Source: an optimization exercise on an open RTL-to-GDS flow (aim: small area). Production flows keep margins and buffers that such runs may drop.
Function was checked by simulation only, so behaviour that the tests miss may differ from the original.
Power is estimated from default activity; no workload was simulated.

$ cat flow/design.v
package adc_capture_pkg;
	localparam int NUM_CH = 8;
	localparam int SAMPLE_W = 12;
	localparam int LANE_W = 16;  
	localparam int WORD_W = 128;
	localparam int ADDR_MAX_W = 15;  
	typedef struct packed {
		logic [NUM_CH-1:0][SAMPLE_W-1:0] ch;
	} adc_frame_t;
	typedef struct packed {
		logic [NUM_CH-1:0][LANE_W-1:0] lane;
	} lane_frame_t;
	typedef enum logic {
		SAMP_PICK,  
		SAMP_SUM    
	} samp_mode_e;
	typedef enum logic {
		PACK_RAW,  
		PACK_12    
	} pack_mode_e;
	typedef struct packed {
		samp_mode_e samp_mode;
		pack_mode_e pack_mode;
		logic [3:0] divisor;  
	} capture_cfg_t;
	typedef struct packed {
		logic                  wren;
		logic [ADDR_MAX_W-1:0] addr;
		logic [WORD_W-1:0]     data;
	} mem_wr_t;
endpackage
module sample_decimator (
	input  logic                         adc_clkinp,
	input  logic                         reset,
	input  logic                         capturing,
	input  adc_capture_pkg::samp_mode_e  samp_mode,
	input  logic [3:0]                   divisor,
	input  adc_capture_pkg::adc_frame_t  frame,
	input  logic                         frame_valid,
	output adc_capture_pkg::lane_frame_t dec_frame,
	output logic                         dec_valid
);
	logic [3:0] grp_cnt;  
	logic grp_last;
	adc_capture_pkg::lane_frame_t ext_frame;  
	adc_capture_pkg::lane_frame_t sum_frame;
	adc_capture_pkg::lane_frame_t acc;  
	assign grp_last = (grp_cnt == divisor);
	always_comb
	begin
		for (int i = 0; i < adc_capture_pkg::NUM_CH; i++)
		begin
			ext_frame.lane[i] = '0;
			ext_frame.lane[i][adc_capture_pkg::SAMPLE_W-1:0] = frame.ch[i];
			sum_frame.lane[i] = acc.lane[i] + ext_frame.lane[i];  
		end
	end
	always_ff @(posedge adc_clkinp)
	begin
		if (reset || !capturing)
		begin
			grp_cnt <= '0;
			dec_valid <= 1'b0;
		end
		else
		begin
			dec_valid <= frame_valid && grp_last;
			if (frame_valid)
			begin
				if (grp_last)
					grp_cnt <= '0;
				else
					grp_cnt <= grp_cnt + 4'd1;
			end
		end
	end
	always_ff @(posedge adc_clkinp)
	begin
		if (!capturing)
			acc <= '0;
		else if (frame_valid)
		begin
			if (grp_last)
			begin
				acc <= '0;  
				if (samp_mode == adc_capture_pkg::SAMP_SUM)
					dec_frame <= sum_frame;
				else
					dec_frame <= ext_frame;  
			end
			else
				acc <= sum_frame;
		end
	end
endmodule
module sample_packer (
	input  logic                                   adc_clkinp,
	input  logic                                   reset,
	input  logic                                   capturing,
	input  adc_capture_pkg::pack_mode_e            pack_mode,
	input  adc_capture_pkg::lane_frame_t           dec_frame,
	input  logic                                   dec_valid,
	output logic [adc_capture_pkg::WORD_W-1:0]     word,
	output logic                                   word_valid
);
	logic [1:0] phase;  
	logic packed_mode;
	logic [adc_capture_pkg::NUM_CH*adc_capture_pkg::SAMPLE_W-1:0] pk_frame;
	logic [adc_capture_pkg::NUM_CH*adc_capture_pkg::SAMPLE_W-1:0] carry;  
	assign packed_mode = (pack_mode == adc_capture_pkg::PACK_12);
	always_comb
	begin
		for (int i = 0; i < adc_capture_pkg::NUM_CH; i++)
			pk_frame[i*adc_capture_pkg::SAMPLE_W +: adc_capture_pkg::SAMPLE_W] =
				dec_frame.lane[i][adc_capture_pkg::SAMPLE_W-1:0];
	end
	always_ff @(posedge adc_clkinp)
	begin
		if (reset || !capturing)
		begin
			phase <= 2'd0;
			word_valid <= 1'b0;
		end
		else
		begin
			word_valid <= dec_valid && (!packed_mode || phase != 2'd0);
			if (dec_valid && packed_mode)
				phase <= phase + 2'd1;
		end
	end
	always_ff @(posedge adc_clkinp)
	begin
		if (dec_valid)
		begin
			if (!packed_mode)
				word <= dec_frame;
			else
			begin
				case (phase)
					2'd0:
						carry <= pk_frame;  
					2'd1:
					begin
						word <= {pk_frame[31:0], carry};
						carry <= {32'd0, pk_frame[95:32]};
					end
					2'd2:
					begin
						word <= {pk_frame[63:0], carry[63:0]};
						carry <= {64'd0, pk_frame[95:64]};
					end
					default:
						word <= {pk_frame, carry[31:0]};  
				endcase
			end
		end
	end
endmodule
module capture_ctrl #(
	parameter int ADDR_W = 15
) (
	input  logic                               adc_clkinp,
	input  logic                               reset,
	input  logic                               state_reset,
	input  logic                               trig,
	input  logic [15:0]                        rec_length,
	input  logic [adc_capture_pkg::WORD_W-1:0] word,
	input  logic                               word_valid,
	output logic                               capturing,
	output logic                               trig_ack,
	output adc_capture_pkg::mem_wr_t           mem_wr,
	output logic                               irq
);
	typedef enum logic [1:0] {
		ST_IDLE,
		ST_CAPT,
		ST_DONE
	} state_t;
	state_t state;
	logic [ADDR_W:0] addr_cnt;  
	logic rec_end;
	logic wr_accept;
	logic [adc_capture_pkg::ADDR_MAX_W-1:0] addr_ext;
	logic wr_en;
	logic [adc_capture_pkg::ADDR_MAX_W-1:0] wr_addr;
	logic [adc_capture_pkg::WORD_W-1:0] wr_data;
	assign capturing = (state == ST_CAPT);
	assign rec_end = addr_cnt[ADDR_W] || (addr_cnt >= rec_length);
	assign wr_accept = capturing && word_valid && !rec_end;  
	always_comb
	begin
		addr_ext = '0;
		addr_ext[ADDR_W-1:0] = addr_cnt[ADDR_W-1:0];
	end
	always_ff @(posedge adc_clkinp)
	begin
		if (reset || state_reset)
		begin
			state <= ST_IDLE;
			trig_ack <= 1'b0;
			irq <= 1'b0;
			addr_cnt <= '0;
		end
		else
		begin
			case (state)
				ST_IDLE:
					if (trig)
					begin
						state <= ST_CAPT;
						trig_ack <= 1'b1;
						addr_cnt <= '0;
					end
				ST_CAPT:
					if (rec_end)
					begin
						state <= ST_DONE;
						trig_ack <= 1'b0;
						irq <= 1'b1;  
					end
					else if (wr_accept)
						addr_cnt <= addr_cnt + 1'b1;
				default: ;  
			endcase
		end
	end
	always_ff @(posedge adc_clkinp)
	begin
		if (reset || state_reset)
			wr_en <= 1'b0;
		else
			wr_en <= wr_accept;
	end
	always_ff @(posedge adc_clkinp)
	begin
		if (wr_accept)
		begin
			wr_addr <= addr_ext;
			wr_data <= word;
		end
	end
	assign mem_wr = {wr_en, wr_addr, wr_data};  
endmodule
module adc_capture_top #(
	parameter int ADDR_W = 15  
) (
	input  logic           adc_clkinp,
	input  logic           reset,
	input  logic [95:0]    frame,        
	input  logic           frame_valid,
	input  logic [5:0]     cfg,          
	input  logic [15:0]    rec_length,
	input  logic           trig,
	input  logic           state_reset,
	output logic           trig_ack,
	output logic           mem_wr_wren,
	output logic [14:0]    mem_wr_addr,
	output logic [127:0]   mem_wr_data,
	output logic           irq
);
	adc_capture_pkg::capture_cfg_t cfg_s;
	adc_capture_pkg::mem_wr_t mem_wr;
	assign cfg_s = cfg;
	assign mem_wr_wren = mem_wr.wren;
	assign mem_wr_addr = mem_wr.addr;
	assign mem_wr_data = mem_wr.data;
	logic capturing;  
	adc_capture_pkg::lane_frame_t dec_frame;
	logic dec_valid;
	logic [adc_capture_pkg::WORD_W-1:0] word;
	logic word_valid;
	sample_decimator u_decimator (
		.adc_clkinp  (adc_clkinp),
		.reset       (reset),
		.capturing   (capturing),
		.samp_mode   (cfg_s.samp_mode),
		.divisor     (cfg_s.divisor),
		.frame       (frame),
		.frame_valid (frame_valid),
		.dec_frame   (dec_frame),
		.dec_valid   (dec_valid)
	);
	sample_packer u_packer (
		.adc_clkinp (adc_clkinp),
		.reset      (reset),
		.capturing  (capturing),
		.pack_mode  (cfg_s.pack_mode),
		.dec_frame  (dec_frame),
		.dec_valid  (dec_valid),
		.word       (word),
		.word_valid (word_valid)
	);
	capture_ctrl #(
		.ADDR_W (ADDR_W)
	) u_ctrl (
		.adc_clkinp  (adc_clkinp),
		.reset       (reset),
		.state_reset (state_reset),
		.trig        (trig),
		.rec_length  (rec_length),
		.word        (word),
		.word_valid  (word_valid),
		.capturing   (capturing),
		.trig_ack    (trig_ack),
		.mem_wr      (mem_wr),
		.irq         (irq)
	);
endmodule
$ cat flow/run.sh
#!/bin/bash
# synth_recipe.tcl (not shown) runs the flow's synth.tcl, then flattens the netlist and writes it again
# the make line also repeats each setting of config.mk as NAME=value (left out here)
make -C /OpenROAD-flow-scripts/flow DESIGN_CONFIG=/design/flow/config.mk WORK_HOME=/design/flow/orfs CLKGATE_MAP_FILE= SYNTH_SCRIPT=/design/flow/synth_recipe.tcl finish
$ cat flow/config.mk
export PLATFORM = sky130hd
export DESIGN_NAME = adc_capture_top
export DESIGN_NICKNAME = adc_capture_top
export VERILOG_FILES = /design/flow/design.v
export SDC_FILE = /design/flow/constraint.sdc
export NUM_CORES = 4
export LEC_CHECK = 0
export CAP_MARGIN = 20
export CORE_MARGIN = 2
export CORE_UTILIZATION = 40
export SLEW_MARGIN = 20
$ cat flow/constraint.sdc
create_clock -name core_clock -period 5.0 [get_ports {adc_clkinp}]
set_input_delay 1.0000 -clock core_clock [delete_from_list [all_inputs] [get_ports {adc_clkinp}]]
set_output_delay 1.0000 -clock core_clock [all_outputs]
set_load 0.01 [all_outputs]
==> tab_implementation.tex, run 1 <==
\begin{tabular}{lr}
\hline
Metric & Value \\
\hline
\multicolumn{2}{l}{\textbf{Yosys}} \\
\quad Number of instances in the synthesized netlist & $\sim$2,700 \\
\quad Post-synthesis net count & between 2,000 and 3,000 \\
\quad Netlist Area Pre-Place & between 30,000 and 40,000 um2 \\
\quad Synthesized area divided by synthesized cell count & $\sim$11 um2 \\
\quad Post-synth EDFFs & just under 500 \\
\quad Most frequent cell after synthesis & sky130\_fd\_sc\_hd\_\_edfxtp\_1 \\
\quad Unique masters post-synth & 60 \\
\quad Cell accounting for the most synthesized area & sky130\_fd\_sc\_hd\_\_edfxtp\_1 \\
\quad Yosys Warn Count & 3 \\
\quad Dominant cells by area after synthesis & sky130\_fd\_sc\_hd\_\_edfxtp\_1, sky130\_fd\_sc\_hd\_\_dfxtp\_1, sky130\_fd\_sc\_hd\_\_mux2\_2 \\
\quad Share of synthesized registers carrying an async set or reset & 0 \\
\quad Register area share after synthesis & 0.5790 \\
\quad Main flop type after synthesis & sky130\_fd\_sc\_hd\_\_edfxtp\_1 \\
\quad Proportion of netlist area held by the largest area contributor & 0.4784 \\
\quad Most numerous cell types in the synthesized netlist & sky130\_fd\_sc\_hd\_\_edfxtp\_1, sky130\_fd\_sc\_hd\_\_nor2\_1, sky130\_fd\_sc\_hd\_\_a21oi\_1, sky130\_fd\_sc\_hd\_\_mux2\_2, sky130\_fd\_sc\_hd\_\_dfxtp\_1 \\
\quad Number of register bits inferred by synthesis & approximately 650 \\
\multicolumn{2}{l}{\textbf{Drt}} \\
\quad Routed vias & roughly 23,000 \\
\quad Detailed-route wire length per cell & $\sim$23 um \\
\quad Wirelength, routed & $\sim$93,000 um \\
\quad Drt drc & 0 \\
\quad First-pass DRT Iterations & 6 \\
\quad Via/cell ratio & approximately 5.6 \\
\quad Drt first-iter violations & around 2,400 \\
\quad Number of antenna-violating nets in the routed design & 0 \\
\multicolumn{2}{l}{\textbf{Timing}} \\
\quad Slew at the pin with the worst max-slew slack & around 1100 ps \\
\quad RSZ-0062 raised after global routing & no \\
\quad Max Clk Rate & between 0.2 and 0.3 GHz \\
\quad Worst clock skew & 25.89 ps \\
\quad Final hold violation count & 0 \\
\quad Number of slew-limit violations in the final report & 0 \\
\quad Worst slew slack as a fraction of its limit & 0.2928 \\
\quad Setup tns final & 0 ps \\
\quad Min cycle time layout & 3822 ps \\
\quad Final period utilization & 0.7644 \\
\quad Number of failing setup endpoints in the final timing report & 0 \\
\multicolumn{2}{l}{\textbf{Global routing}} \\
\quad First-pass GRT wire length & 137,400 um \\
\quad Total global routing overflow & 0 \\
\quad All-Layer GR Usage & 0.2312 \\
\quad Via count of the first global-routing pass & between 20,000 and 25,000 \\
\quad Pin count of the biggest net entering global routing & about 140 \\
\quad Antenna violations before repair & 6 \\
\multicolumn{2}{l}{\textbf{Die}} \\
\quad Effective utilization at floorplan & 0.4024 \\
\quad Die area & 79,920 um2 \\
\quad I/O pin total & 269 \\
\quad Core region area & about 77,000 um2 \\
\quad Number of rows in the core area & a little over 100 \\
\quad DIE HEIGHT & 282.7 um \\
\quad Die Width & about 280 um \\
\multicolumn{2}{l}{\textbf{Worst setup path}} \\
\quad Critical Path AT & between 4000 and 5000 ps \\
\quad Nature of the critical path startpoint & input pin \\
\quad Worst path required time & $\sim$5400 ps \\
\quad Peak fanout along the critical path & 22 \\
\quad Crit path capture type & register \\
\quad Start-to-end type of the worst setup path & input pin to register \\
\quad Startpoint of the lowest-slack register-to-register path & u\_ctrl.addr\_cnt[0] \\
\quad Critical path startpoint & rec\_length[3] \\
\multicolumn{2}{l}{\textbf{Min path}} \\
\quad Type of the worst min-delay path & register to register \\
\quad Worst hold start & u\_packer.word[16] \\
\multicolumn{2}{l}{\textbf{Flow run}} \\
\quad Number of max-cap violations & 0 \\
\multicolumn{2}{l}{\textbf{Placement}} \\
\quad GPL Wtd Cong & between 0.8 and 0.9 \\
\quad Number of input and output port buffers inserted & about 270 \\
\quad Dpl hpwl & 66,830 um \\
\quad Inst Count DP & a little under 4,000 \\
\multicolumn{2}{l}{\textbf{Clocking}} \\
\quad Number of sinks driven by the clock tree & approximately 650 \\
\quad \# Post-CTS Setup Buffers & 0 \\
\quad Hold-fix buffers, CTS & 0 \\
\quad Worst-case clock buffer depth & 3 \\
\quad Clock root buffer & sky130\_fd\_sc\_hd\_\_clkbuf\_16 \\
\quad Source-to-sink clock delay at the later pin of the worst-skew pair & 630 ps \\
\quad Clock-pin slew on the worst setup and hold paths & 60 ps \\
\quad TritonCTS clock tree & built \\
\quad CTS H-tree lvls & 3 \\
\quad Post\_cts resized & 0 \\
\quad Number of buffers added by the clock tree synthesis step & 73 \\
\multicolumn{2}{l}{\textbf{Cells and area}} \\
\quad Number of standard cells in the final layout excluding fillers & $\sim$4,000 \\
\quad Fraction of layout cells with a size suffix above 1 & 0.1142 \\
\quad Net count, final & approximately 3,200 \\
\quad Growth of design area from synthesis to finish & 20.60\% \\
\quad Share of the core filled with cells & 0.4853 \\
\multicolumn{2}{l}{\textbf{Pwr}} \\
\quad Post-layout total power & 12.18 mW \\
\quad Leakage power figure & $\sim$13 nW \\
\quad Power density over cell area & approximately 330 nW/um2 \\
\quad Peak VDD IR & approximately 0.21 mV \\
\multicolumn{2}{l}{\textbf{Status}} \\
\quad Status & no timing/DRC/antenna violations \\
\hline
\end{tabular}
## metal layers
layer  GRT usage  part of all wire  up-vias
met3     0.03260             0.068      157
met1      0.3176              0.43    10950
met2      0.3759              0.47      911
met5           0           0.00019        -
met4     0.07882             0.030        4
li1            -                 -    10540
## sequential cells by signal, indices dropped and copies added, names as in the netlist
signal / flops
u_ctrl.wr_en: 1
u_ctrl.addr_cnt: 16
u_decimator.dec_frame: 128
u_packer.phase: 2
u_ctrl.wr_data: 128
u_decimator.dec_valid: 1
u_ctrl.wr_addr: 15
u_decimator.grp_cnt: 4
u_ctrl.irq: 1
u_packer.word_valid: 1
u_decimator.acc: 128
u_packer.word: 128
u_packer.carry: 96
u_ctrl.state: 2
## layout by cell type, fill, tap and decap left out, drive strengths merged, types with 5 or more instances in the layout
cell	synthesis	routed
a211oi	21	21
a21o	37	37
a21oi	266	266
a22o	40	40
a22oi	136	136
a31o	5	5
a31oi	14	14
and3	11	11
and4	5	5
buf	30	43
bufinv	0	10
clkbuf	120	88
clkdlybuf4s50	0	266
clkinv	0	21
clkinvlp	0	8
dfxtp	156	156
diode	0	6
edfxtp	495	495
fa	8	8
ha	118	118
inv	84	92
mux2	160	160
nand2	125	125
nand2b	10	10
nand3	97	97
nand4	9	9
nor2	291	291
nor2b	71	71
nor3	20	20
o211ai	30	30
o21a	24	24
o21ai	134	134
o21bai	9	9
o31a	5	5
o31ai	5	5
or3	25	25
or4	9	9
xnor2	86	86
xor2	20	20
## power breakdown
group          switching (mW)  internal, mW
logic                   0.452         0.341
clock network            2.26          3.31
registers              0.0184          5.80
## worst max-delay path, cell delays in order
cell,delay [ps]
sky130_fd_sc_hd__clkdlybuf4s50_1,460
sky130_fd_sc_hd__inv_1,50
sky130_fd_sc_hd__ha_1,280
sky130_fd_sc_hd__o21a_1,130
sky130_fd_sc_hd__nor2_1,50
sky130_fd_sc_hd__o32ai_1,440
sky130_fd_sc_hd__o211ai_2,180
sky130_fd_sc_hd__nand2_2,340
sky130_fd_sc_hd__clkinvlp_4,760
sky130_fd_sc_hd__buf_4,480
## worst paths after layout
check,endpoint,slack [ps],depth (start not counted)
max,u_ctrl.wr_addr[1],1180,10
min,u_ctrl.wr_data[16],410,0
max reg2reg,u_ctrl.wr_addr[1],1600,9
min reg2reg,u_ctrl.wr_data[16],410,0
## area by class of cell
cell class / count / area [um2]
antenna: 6 / 15.01
clock buffer: 87 / 1931
clock inverter: 47 / 555.5
fill: 6879 / 39740
inverter: 84 / 319.1
multi-input combinational: 1824 / 12280
sequential: 651 / 17990
tap: 1040 / 1301
timing repair buffer: 310 / 3084
## per-stage QoR
step                hold slack (ps)  setup WS [ps]  instance area [um2]
CTS                           416.0           1138                37450
global placement              404.6          587.2                34960
floorplan                     400.3          360.8                31090
detailed placement            404.5          480.9                34960
finish                        414.1           1178                37470
global route                  419.2          989.7                37460
## logic make-up (layout without fill, tap and decap cells)
family          Yosys count  count (layout)  synth area share
flops                   651             651            0.5790
simple gates            688             688            0.1017
other cells               0               6                 0
compound gates          741             741            0.1495
mux                     163             163           0.05896
buf+inv                 234             528           0.02831
fa+ha+maj               126             126           0.05268
xor+xnor                106             106           0.02988
==> run 2, diff against run 1 <==
==> flow/design.v (replaced) <==
package adc_capture_pkg;
	localparam int NUM_CH = 8;
	localparam int SAMPLE_W = 12;
	localparam int LANE_W = 16;  
	localparam int WORD_W = 128;
	localparam int ADDR_MAX_W = 15;  
endpackage
module adc_capture_top (
	input  logic           adc_clkinp,
	input  logic           reset,
	input  logic [95:0]    frame,        
	input  logic           frame_valid,
	input  logic [5:0]     cfg,          
	input  logic [15:0]    rec_length,
	input  logic           trig,
	input  logic           state_reset,
	output logic           trig_ack,
	output logic           mem_wr_wren,
	output logic [14:0]    mem_wr_addr,
	output logic [127:0]   mem_wr_data,
	output logic           irq
);
	logic samp_sum, packed_mode;
	logic [3:0] divisor;
	assign samp_sum = cfg[5];
	assign packed_mode = cfg[4];
	assign divisor = cfg[3:0];
	logic capturing;
	assign capturing = trig_ack;
	logic [3:0] grp_cnt;
	logic grp_last;
	assign grp_last = (grp_cnt == divisor);
	always_ff @(posedge adc_clkinp)
	begin
		if (reset || !capturing)
			grp_cnt <= '0;
		else if (frame_valid)
			grp_cnt <= grp_last ? 4'd0 : grp_cnt + 4'd1;
	end
	logic a1, f1, dv1, a2, f2, pv2, pv3;
	always_ff @(posedge adc_clkinp)
	begin
		a1 <= capturing && frame_valid;
		f1 <= !samp_sum || (grp_cnt == 4'd0);
		dv1 <= capturing && !reset && frame_valid && grp_last;
		a2 <= a1;
		f2 <= f1;
		pv2 <= capturing && !reset && dv1;  
		pv3 <= pv2;
	end
	logic [95:0] r1, r2;
	logic [127:0] acc;
	logic [95:0] pk_prev;
	always_ff @(posedge adc_clkinp)
	begin
		r1 <= frame;
		r2 <= r1;
	end
	always_ff @(posedge adc_clkinp)
	begin
		if (a2)
			for (int i = 0; i < 8; i++)
				acc[16*i +: 16] <= (f2 ? 16'd0 : acc[16*i +: 16]) + {4'd0, r2[12*i +: 12]};
	end
	logic [95:0] pk_acc;
	always_comb
		for (int i = 0; i < 8; i++)
			pk_acc[12*i +: 12] = acc[16*i +: 12];
	always_ff @(posedge adc_clkinp)
	begin
		if (pv3)
			pk_prev <= pk_acc;
	end
	logic [1:0] ph;
	logic wv;
	always_ff @(posedge adc_clkinp)
	begin
		if (reset || !capturing)
			ph <= 2'd0;
		else if (pv2 && packed_mode)
			ph <= ph + 2'd1;
	end
	assign wv = pv2 && (!packed_mode || ph != 2'd0);
	logic [15:0] wcnt;      
	logic [15:0] wcnt_inc;  
	logic rec_end, wr_acc;
	assign wcnt_inc = wcnt + 16'd1;
	assign rec_end = wcnt_inc[15] || (wcnt_inc >= rec_length);
	assign wr_acc = capturing && wv && !rec_end;
	always_ff @(posedge adc_clkinp)
	begin
		if (reset || state_reset)
		begin
			trig_ack <= 1'b0;
			irq <= 1'b0;
			wcnt <= 16'hffff;
			mem_wr_wren <= 1'b0;
		end
		else
		begin
			mem_wr_wren <= wr_acc;
			if (!trig_ack && !irq && trig)
				trig_ack <= 1'b1;
			else if (trig_ack && rec_end)
			begin
				trig_ack <= 1'b0;
				irq <= 1'b1;
			end
			if (wr_acc)
				wcnt <= wcnt_inc;
		end
	end
	assign mem_wr_addr = wcnt[14:0];
	always_comb
	begin
		if (!packed_mode)
			mem_wr_data = acc;
		else
			case (ph)
				2'd2: mem_wr_data = {pk_acc[31:0], pk_prev[95:0]};
				2'd3: mem_wr_data = {pk_acc[63:0], pk_prev[95:32]};
				default: mem_wr_data = {pk_acc[95:0], pk_prev[95:64]};
			endcase
	end
endmodule
==> run 2 against run 1 <==
Net effect:
- still clean
- utilization grew 1.5 points
- clock power shrank 31%
- worst hold slack lost 98 ps
- synthesized cell count shrank 24%
- final area shrank 29%
- clock-buffer cell count shrank 19
- critical endpoint is now mem_wr_data[37]
==> tab_implementation.tex, run 2 <==
\begin{tabular}{lr}
\hline
Metric & Value \\
\hline
\multicolumn{2}{l}{\textbf{Cells and area}} \\
\quad Register with the highest flop count & acc \\
\quad Most frequent standard cell in the layout excluding fill and tap cells & sky130\_fd\_sc\_hd\_\_clkdlybuf4s50\_1 \\
\quad Net count, final & 2,529 \\
\quad Growth of design area from synthesis to finish & 23.48\% \\
\quad Max reg flops & roughly 130 \\
\quad Sequential cell area in the final layout & around 11,000 um2 \\
\quad Multi-input gate area in the final layout & $\sim$9400 um2 \\
\quad Number of standard cells in the final layout excluding fillers & around 3,000 \\
\quad Commonest cells after routing, fill and taps aside & sky130\_fd\_sc\_hd\_\_clkdlybuf4s50\_1, sky130\_fd\_sc\_hd\_\_edfxtp\_1, sky130\_fd\_sc\_hd\_\_dfxtp\_1 \\
\quad Fraction of layout cells with a size suffix above 1 & 0.05340 \\
\quad Share of the core filled with cells & 0.5007 \\
\quad Fill cell count & 4,780 \\
\multicolumn{2}{l}{\textbf{Clocking}} \\
\quad Hold-fix buffers, CTS & 0 \\
\quad Number of buffers added by the clock tree synthesis step & 50 \\
\quad Post\_cts resized & 0 \\
\quad Clock root buffer & sky130\_fd\_sc\_hd\_\_clkbuf\_16 \\
\quad Number of sinks driven by the clock tree & 448 \\
\quad \# Post-CTS Setup Buffers & 0 \\
\quad Clock-pin slew on the worst setup and hold paths & $\sim$70 ps \\
\quad Source-to-sink clock delay at the later pin of the worst-skew pair & slightly above 600 ps \\
\quad TritonCTS clock tree & built \\
\quad Worst-case clock buffer depth & 3 \\
\quad CTS H-tree lvls & 2 \\
\multicolumn{2}{l}{\textbf{Drt}} \\
\quad Routed vias & 17,100 \\
\quad Via/cell ratio & roughly 5.7 \\
\quad Detailed-route wire length per cell & $\sim$23 um \\
\quad Wirelength, routed & approximately 69,000 um \\
\quad First-pass DRT Iterations & 6 \\
\quad Drt drc & 0 \\
\quad Drt first-iter violations & roughly 1,900 \\
\quad Number of antenna-violating nets in the routed design & 0 \\
\multicolumn{2}{l}{\textbf{Timing}} \\
\quad Final period utilization & 0.9304 \\
\quad Number of slew-limit violations in the final report & 0 \\
\quad Min cycle time layout & around 4700 ps \\
\quad Worst slew slack as a fraction of its limit & 0.2871 \\
\quad Max Clk Rate & around 0.21 GHz \\
\quad Number of failing setup endpoints in the final timing report & 0 \\
\quad RSZ-0062 raised after global routing & no \\
\quad Final hold violation count & 0 \\
\quad Setup tns final & 0 ps \\
\quad Slew at the pin with the worst max-slew slack & roughly 1100 ps \\
\quad Worst clock skew & between 20 and 30 ps \\
\multicolumn{2}{l}{\textbf{Global routing}} \\
\quad Pin count of the biggest net entering global routing & $\sim$130 \\
\quad Via count of the first global-routing pass & 16,450 \\
\quad All-Layer GR Usage & 0.2472 \\
\quad Total global routing overflow & 0 \\
\quad First-pass GRT wire length & roughly 100,000 um \\
\quad Antenna violations before repair & 1 \\
\multicolumn{2}{l}{\textbf{Worst setup path}} \\
\quad Crit path capture type & primary output \\
\quad Termination of the worst setup path & mem\_wr\_data[37] \\
\quad Nature of the critical path startpoint & register \\
\quad Startpoint of the lowest-slack register-to-register path & wcnt[6] \\
\quad Critical Path AT & 3650 ps \\
\quad Endpoint of the worst-slack reg-to-reg timing path & wcnt[2] \\
\quad Peak fanout along the critical path & 66 \\
\quad Critical path startpoint & ph[1] \\
\quad Start-to-end type of the worst setup path & register to primary output \\
\quad Worst setup slack for register-to-register paths & around 1000 ps \\
\quad Worst path required time & around 4000 ps \\
\quad Path depth of the worst reg2reg path & 12 \\
\multicolumn{2}{l}{\textbf{Yosys}} \\
\quad Synthesized area divided by synthesized cell count & between 10 and 15 um2 \\
\quad Dominant cells by area after synthesis & sky130\_fd\_sc\_hd\_\_edfxtp\_1, sky130\_fd\_sc\_hd\_\_dfxtp\_1, sky130\_fd\_sc\_hd\_\_ha\_1 \\
\quad Register area share after synthesis & 0.5240 \\
\quad Number of instances in the synthesized netlist & $\sim$2,100 \\
\quad Main flop type after synthesis & sky130\_fd\_sc\_hd\_\_edfxtp\_1 \\
\quad Yosys Warn Count & 1 \\
\quad Most numerous cell types in the synthesized netlist & sky130\_fd\_sc\_hd\_\_dfxtp\_1, sky130\_fd\_sc\_hd\_\_edfxtp\_1, sky130\_fd\_sc\_hd\_\_nor2\_1, sky130\_fd\_sc\_hd\_\_nand2\_1, sky130\_fd\_sc\_hd\_\_a31oi\_1 \\
\quad Number of register bits inferred by synthesis & about 450 \\
\quad Unique masters post-synth & a little under 60 \\
\quad Post-synth EDFFs & $\sim$220 \\
\quad Netlist Area Pre-Place & 21,390 um2 \\
\quad Cell accounting for the most synthesized area & sky130\_fd\_sc\_hd\_\_edfxtp\_1 \\
\quad Share of synthesized registers carrying an async set or reset & 0 \\
\quad Proportion of netlist area held by the largest area contributor & 0.3144 \\
\quad Post-synthesis net count & 2,315 \\
\multicolumn{2}{l}{\textbf{Die}} \\
\quad Number of rows in the core area & 84 \\
\quad Core region area & between 50,000 and 60,000 um2 \\
\quad I/O pin total & approximately 270 \\
\quad DIE HEIGHT & roughly 240 um \\
\quad Effective utilization at floorplan & 0.4055 \\
\quad Die Width & 235.3 um \\
\quad Die area & approximately 55,000 um2 \\
\multicolumn{2}{l}{\textbf{Placement}} \\
\quad Dpl hpwl & 50,780 um \\
\quad GPL Wtd Cong & 0.9482 \\
\quad Number of input and output port buffers inserted & 268 \\
\quad Inst Count DP & $\sim$2,900 \\
\multicolumn{2}{l}{\textbf{Flow run}} \\
\quad Number of max-cap violations & 0 \\
\multicolumn{2}{l}{\textbf{Status}} \\
\quad Status & no timing/DRC/antenna violations \\
\multicolumn{2}{l}{\textbf{Pwr}} \\
\quad Leakage power figure & slightly above 10 nW \\
\quad Peak VDD IR & 0.2321 mV \\
\quad Power density over cell area & 320.0 nW/um2 \\
\multicolumn{2}{l}{\textbf{Min path}} \\
\quad Type of the worst min-delay path & register to register \\
\hline
\end{tabular}
==> run 2: cell count changes after synthesis, moves of 25 or more <==
cell                       before  now
sky130_fd_sc_hd__nand2_1      124  191
sky130_fd_sc_hd__nand3_1       97   56
sky130_fd_sc_hd__dfxtp_1      156  224
sky130_fd_sc_hd__o21ai_0      133   22
sky130_fd_sc_hd__mux2_2       160    0
sky130_fd_sc_hd__a21oi_1      266   75
sky130_fd_sc_hd__a31oi_1       14  152
sky130_fd_sc_hd__edfxtp_1     495  224
sky130_fd_sc_hd__nor2_1       291  211
sky130_fd_sc_hd__clkbuf_1     120   95
sky130_fd_sc_hd__a22o_1        40    0
==> run 2: final cells by class <==
cell class | count | share of cell area
flip-flops and latches | 448 | 0.4248
repair buffers | 283 | 0.1106
clock buffers | 68 | 0.05712
multi-input cells | 1425 | 0.3558
diodes | 1 | 0.00009473
well taps | 688 | 0.03259
inverters | 72 | 0.01023
clock inverters | 26 | 0.008762
==> run 2: worst max-delay path, cell delays in order (launching register included) <==
cell                              delay [ps]
sky130_fd_sc_hd__dfxtp_1                 380
sky130_fd_sc_hd__ha_4                    420
sky130_fd_sc_hd__nor2_4                  670
sky130_fd_sc_hd__buf_12                  340
sky130_fd_sc_hd__nand2_1                  90
sky130_fd_sc_hd__a31oi_1                 460
sky130_fd_sc_hd__clkdlybuf4s50_1         650
==> run 2: logic make-up (layout without fill, tap and decap cells) <==
| group | Yosys count | count (layout) | share of synthesized area |
|---|---|---|---|
| mux | 3 | 3 | 0.001404 |
| buf+inv | 193 | 449 | 0.03819 |
| other cells | 0 | 1 | 0 |
| fa+ha+maj | 126 | 126 | 0.07650 |
| compound gates | 523 | 523 | 0.1666 |
| simple gates | 651 | 651 | 0.1434 |
| xor+xnor | 122 | 122 | 0.04994 |
| flops | 448 | 448 | 0.5240 |
==> run 2: report_power, final <==
group	internal [mW]	total, mW	switching [mW]
logic	0.293	0.565	0.272
registers	3.95	4.04	0.0894
clock network	2.22	3.85	1.63
==> run 2: how the worst min path moves through the flow <==
stage	depth (start not counted)	startpoint	slack, ps	end
2_1_floorplan	0	a1	310	a2
3_3_place_gp	0	r1[36]	310	r2[36]
3_5_place_dp	0	r1[2]	310	r2[2]
4_1_cts	0	r1[0]	320	r2[0]
5_1_grt	0	r1[0]	330	r2[0]
6_report	0	r1[0]	320	r2[0]
==> run 2: per-layer routing <==
layer,wire length (um),track usage,up-vias
li1,-,-,7964
met1,28510,0.3212,8174
met2,31410,0.3941,798
met3,5747,0.05019,166
met4,3790,0.1214,0
met5,0,0,-
==> run 2: through the flow <==
| stage | instance area [um2] | power (mW) | hold slack [ps] | setup WS [ps] |
|---|---|---|---|---|
| 3_5_place_dp | 24670 | 4.680 | 312.1 | 1058 |
| 6_report | 26420 | 8.453 | 316.5 | 348.2 |
| 2_1_floorplan | 21390 | 4.350 | 309.6 | 1427 |
| 5_1_grt | 26410 | 8.734 | 326.2 | 253.8 |
| 3_3_place_gp | 24670 | 4.674 | 310.5 | 1068 |
| 4_1_cts | 26410 | 8.532 | 315.3 | 432.0 |

## re-timing with driven ports
How much do the figures lean on ideal ports? The routed layouts below were timed once more, with nothing changed but the port constraints. Step 1 sets driving cells, clkbuf_16 on the clock port and buf_2 on the other inputs (assumed; they add their load-dependent delay and slew). Step 2 moves the port delays by t, midway between the first and last clock arrival at a register: inputs arrive t later, outputs are due t later. That takes back most of the time a late clock gives input paths. Slacks: ideal ports / drivers / drivers and shift; pairs: ideal ports / drivers.
run	t (ns)	setup WS [ns]	hold slack, ns	slew at the worst register clock pin (ns)	cell pins on the clock port's net
run 1	0.688	1.178 / 1.221 / 0.533	0.414 / 0.414 / 0.414	0.06 / 0.06	1
run 2	0.665	0.348 / 0.285 / 0.903	0.316 / 0.316 / 0.316	0.07 / 0.07	1
After both steps setup and hold are still met in every run listed. The setup slack of run 1, which loses most, moves by +0.043 ns with the drivers and by -0.645 ns with both steps.
